This is an optimization exercise on Yosys and OpenROAD, whose aim is a short achievable clock period and few clock cycles, not a production implementation. In this exercise RTL edits were held to simulation tests only and were not proved equivalent to the original. Power is estimated from default activity; no workload was simulated.

==> flow/design.v <==
`default_nettype none
package cache_pkg;
	localparam int addr_w = 16;  
	localparam int data_w = 32;
	localparam int offset_w = 2;
	localparam int words_per_line = 1 << offset_w;
	localparam int line_w = data_w * words_per_line;  
	localparam int index_w = 3;
	localparam int sets = 1 << index_w;
	localparam int tag_w = addr_w - index_w - offset_w;
endpackage
`default_nettype wire
`default_nettype none
module cache_control (
	input  wire  clk,
	input  wire  rst,
	input  logic miss,         
	input  logic victim_dirty,
	input  logic mem_ack,
	output logic st_wb,        
	output logic st_rd,        
	output logic fill          
);
	always_ff @(posedge clk) begin : state_reg
		if (rst) begin
			st_wb <= 1'b0;
			st_rd <= 1'b0;
		end else if (st_wb) begin
			if (mem_ack) begin
				st_wb <= 1'b0;
				st_rd <= 1'b1;
			end
		end else if (st_rd) begin
			if (mem_ack)
				st_rd <= 1'b0;
		end else if (miss) begin
			st_wb <= victim_dirty;
			st_rd <= !victim_dirty;
		end
	end
	assign fill = st_rd && mem_ack;
endmodule
`default_nettype wire
`default_nettype none
module cache_datapath (
	input  wire                                             clk,
	input  wire                                             rst,
	input  logic                                            req,
	input  logic                                            cpu_we,
	input  logic [cache_pkg::addr_w-1:0]                    cpu_adr,
	input  logic [cache_pkg::data_w-1:0]                    cpu_dat_w,
	output logic [cache_pkg::data_w-1:0]                    cpu_dat_r,
	input  logic                                            st_wb,
	input  logic                                            st_rd,
	input  logic                                            fill,
	output logic                                            hit_p,
	output logic                                            hit,
	output logic                                            victim_dirty,
	output logic [cache_pkg::addr_w-cache_pkg::offset_w-1:0] mem_adr,
	output logic [cache_pkg::line_w-1:0]                    mem_dat_w,
	output logic                                            mem_we,
	input  logic [cache_pkg::line_w-1:0]                    mem_dat_r
);
	localparam int tag_w = cache_pkg::tag_w;
	localparam int sets = cache_pkg::sets;
	localparam int data_w = cache_pkg::data_w;
	localparam int words = cache_pkg::words_per_line;
	localparam int line_w = cache_pkg::line_w;
	localparam int index_w = cache_pkg::index_w;
	localparam int offset_w = cache_pkg::offset_w;
	localparam int line_adr_w = cache_pkg::addr_w - offset_w;
	logic [tag_w-1:0]  p_tag [sets];
	logic [line_w-1:0] p_line [sets];
	logic [sets-1:0]   p_valid;
	logic [sets-1:0]   p_dirty;
	logic [tag_w-1:0]  q_tag [sets];
	logic [line_w-1:0] q_line [sets];
	logic [sets-1:0]   q_valid;
	logic [sets-1:0]   q_dirty;
	logic [tag_w-1:0]      req_tag;
	logic [index_w-1:0]    req_index;
	logic [offset_w-1:0]   req_offset;
	logic [line_adr_w-1:0] line_adr;
	logic [sets-1:0]       set_dec;
	logic [words-1:0]      word_dec;
	logic [sets*words-1:0] set_word_dec;
	logic [sets-1:0]       match_p;
	logic [sets-1:0]       match_q;
	logic                  hit_q;
	logic [data_w-1:0]     p_word;
	logic [data_w-1:0]     mem_word;
	logic [line_w-1:0]     fill_line;
	logic [line_w-1:0]     victim_line;
	logic [tag_w-1:0]      victim_tag;
	logic                  wb_now;
	logic [sets-1:0]       fill_set;
	logic [sets-1:0]       write_set;
	logic [sets-1:0]       swap_set;
	assign req_tag = cpu_adr[cache_pkg::addr_w-1 -: tag_w];
	assign req_index = cpu_adr[offset_w +: index_w];
	assign req_offset = cpu_adr[offset_w-1:0];
	assign line_adr = cpu_adr[cache_pkg::addr_w-1:offset_w];
	assign set_dec = sets'(1) << req_index;
	assign word_dec = words'(1) << req_offset;
	assign set_word_dec = (sets*words)'(1) << cpu_adr[offset_w+index_w-1:0];
	always_comb begin : lookup
		for (int s = 0; s < sets; s++) begin
			match_p[s] = p_valid[s] && ({p_tag[s], index_w'(s)} == line_adr);
			match_q[s] = q_valid[s] && ({q_tag[s], index_w'(s)} == line_adr);
		end
	end
	assign hit_p = |match_p;
	assign hit_q = |match_q;
	assign hit = hit_p || hit_q;
	always_comb begin : read_word
		p_word = '0;
		mem_word = '0;
		for (int s = 0; s < sets; s++)
			for (int w = 0; w < words; w++)
				p_word = p_word | ({data_w{set_word_dec[s*words+w]}} & p_line[s][w*data_w +: data_w]);
		for (int w = 0; w < words; w++)
			mem_word = mem_word | ({data_w{word_dec[w]}} & mem_dat_r[w*data_w +: data_w]);
	end
	assign cpu_dat_r = st_rd ? mem_word : p_word;
	always_comb begin : victim
		victim_line = '0;
		victim_tag = '0;
		victim_dirty = 1'b0;
		for (int s = 0; s < sets; s++) begin
			victim_line = victim_line | ({line_w{set_dec[s]}} & q_line[s]);
			victim_tag = victim_tag | ({tag_w{set_dec[s]}} & q_tag[s]);
			victim_dirty = victim_dirty | (set_dec[s] & q_valid[s] & q_dirty[s]);
		end
	end
	assign wb_now = st_wb || (!st_rd && victim_dirty);
	assign mem_we = wb_now;
	assign mem_adr = {wb_now ? victim_tag : req_tag, req_index};
	assign mem_dat_w = victim_line;
	always_comb begin : fill_merge
		for (int w = 0; w < words; w++)
			fill_line[w*data_w +: data_w] = (cpu_we && word_dec[w]) ? cpu_dat_w : mem_dat_r[w*data_w +: data_w];
	end
	always_comb begin : set_actions
		for (int s = 0; s < sets; s++) begin
			fill_set[s] = fill && set_dec[s];
			write_set[s] = req && cpu_we && match_p[s];
			swap_set[s] = req && !hit_p && match_q[s];
		end
	end
	always_ff @(posedge clk) begin : status_bits
		for (int s = 0; s < sets; s++) begin
			if (rst) begin
				p_valid[s] <= 1'b0;
				p_dirty[s] <= 1'b0;
				q_valid[s] <= 1'b0;
				q_dirty[s] <= 1'b0;
			end else if (fill_set[s]) begin
				p_valid[s] <= 1'b1;
				p_dirty[s] <= cpu_we;
				q_valid[s] <= p_valid[s];
				q_dirty[s] <= p_dirty[s];
			end else if (write_set[s]) begin
				p_dirty[s] <= 1'b1;
			end else if (swap_set[s]) begin
				p_valid[s] <= q_valid[s];
				p_dirty[s] <= q_dirty[s];
				q_valid[s] <= p_valid[s];
				q_dirty[s] <= p_dirty[s];
			end
		end
	end
	always_ff @(posedge clk) begin : storage
		for (int s = 0; s < sets; s++) begin
			if (fill_set[s]) begin
				p_tag[s] <= req_tag;
				p_line[s] <= fill_line;
				q_tag[s] <= p_tag[s];
				q_line[s] <= p_line[s];
			end else if (swap_set[s]) begin
				p_tag[s] <= q_tag[s];
				p_line[s] <= q_line[s];
				q_tag[s] <= p_tag[s];
				q_line[s] <= p_line[s];
			end else begin
				for (int w = 0; w < words; w++)
					if (write_set[s] && word_dec[w])
						p_line[s][w*data_w +: data_w] <= cpu_dat_w;
			end
		end
	end
endmodule
`default_nettype wire
`default_nettype none
module cache_top #(
	parameter int index_w = 3
) (
	input  wire                                             clk,
	input  wire                                             rst,
	input  logic                                            cpu_cyc,
	input  logic                                            cpu_stb,
	input  logic                                            cpu_we,
	input  logic [cache_pkg::addr_w-1:0]                    cpu_adr,
	input  logic [cache_pkg::data_w-1:0]                    cpu_dat_w,
	output logic [cache_pkg::data_w-1:0]                    cpu_dat_r,
	output logic                                            cpu_ack,
	output logic                                            mem_cyc,
	output logic                                            mem_stb,
	output logic                                            mem_we,
	output logic [cache_pkg::addr_w-cache_pkg::offset_w-1:0] mem_adr,
	output logic [cache_pkg::line_w-1:0]                    mem_dat_w,
	input  logic [cache_pkg::line_w-1:0]                    mem_dat_r,
	input  logic                                            mem_ack
);
	logic req;
	logic hit_p;
	logic hit;
	logic victim_dirty;
	logic st_wb;
	logic st_rd;
	logic fill;
	assign req = cpu_cyc && cpu_stb;  
	cache_control control_i (
		.clk          (clk),
		.rst          (rst),
		.miss         (req && !hit),
		.victim_dirty (victim_dirty),
		.mem_ack      (mem_ack),
		.st_wb        (st_wb),
		.st_rd        (st_rd),
		.fill         (fill)
	);
	cache_datapath datapath_i (
		.clk          (clk),
		.rst          (rst),
		.req          (req),
		.cpu_we       (cpu_we),
		.cpu_adr      (cpu_adr),
		.cpu_dat_w    (cpu_dat_w),
		.cpu_dat_r    (cpu_dat_r),
		.st_wb        (st_wb),
		.st_rd        (st_rd),
		.fill         (fill),
		.hit_p        (hit_p),
		.hit          (hit),
		.victim_dirty (victim_dirty),
		.mem_adr      (mem_adr),
		.mem_dat_w    (mem_dat_w),
		.mem_we       (mem_we),
		.mem_dat_r    (mem_dat_r)
	);
	assign cpu_ack = (req && hit_p) || fill;
	assign mem_cyc = (req && !hit) || st_wb || st_rd;
	assign mem_stb = mem_cyc;
endmodule
`default_nettype wire
Settings: LEC_CHECK=0, CAP_MARGIN=40, CORE_MARGIN=2, CORE_UTILIZATION=45, PLACE_DENSITY=0.6, SETUP_SLACK_MARGIN=2.5, SLEW_MARGIN=40, TNS_END_PERCENT=2; clock period 6.5 ns.
run.sh (not shown) runs the stock make flow with config.mk's settings and CLKGATE_MAP_FILE= SYNTH_SCRIPT=/design/flow/synth_recipe.tcl, a recipe that flattens the netlist after the stock synthesis.
Testbench counts at the start, summed over its fixed seeds: cycles 68,699.
Edit:
Settings changed: SETUP_SLACK_MARGIN 2.5 to 2.0, TNS_END_PERCENT 2 to 25.
Result: The new run produced a clean layout; clock-buffer cell count shrinks by 16; non-clock buffer count grows by 86; combinational power grows by about 2%; maximum frequency is about the same; hold slack hardly moves; sequential share of layout area shrinks by 0.67 points; final area grows by 1.3%; routed wire length grows by 2.6%; die area does not change; area after synthesis is unchanged; core utilization grows by 0.71 points.
Edit:
Settings changed: CORE_UTILIZATION 45 to 52, PLACE_DENSITY 0.6 to 0.65.
=> Hold slack gains 11 ps. Synthesized cell count is unchanged. Non-clock buffer count is lower by 22. Combinational power is about the same. Cell area is lower by 0.55%.
Edit:
Settings changed: SETUP_SLACK_MARGIN 2.0 to 1.9, TNS_END_PERCENT 25 to 50.
Effect: Die area does not change; total power is about the same; clock power barely changes; via count drops slightly; sequential power hardly moves; final cell count drops slightly; routed wire length drops slightly.

[re-timing with driven ports]
No port has a modelled driver above. Below, the same layouts with a new extraction and two added sets of constraints.
Step 1 (the two cells are an assumption about what drives the block):
set clk [get_ports {clk}]
set_driving_cell -lib_cell sky130_fd_sc_hd__clkbuf_16 $clk
set_driving_cell -lib_cell sky130_fd_sc_hd__buf_2 [delete_from_list [all_inputs] $clk]
Step 2 adds t to the input delays and takes it off the output delays; t is the mean of the earliest and latest rising clock arrival at the registers after step 1. Input paths then give back, and output paths get back, about the clock's delay inside the block.
Three values: ideal, step 1, step 2; two values: the first two.
run	t (ns)	setup slack, ns	worst setup path after step 2
the first run	1.014	1.622 / 1.300 / 1.140	input to register
the second run	1.031	1.610 / 1.409 / 1.207	input to register
the third run	1.025	1.610 / 1.388 / 0.805	input to register
the fourth run	1.047	1.643 / 1.414 / 0.857	input to register
After both steps every run listed still meets setup and hold. For the third run, which loses most, drivers alone change the setup slack by -0.222 ns; drivers and shift together by -0.805 ns.
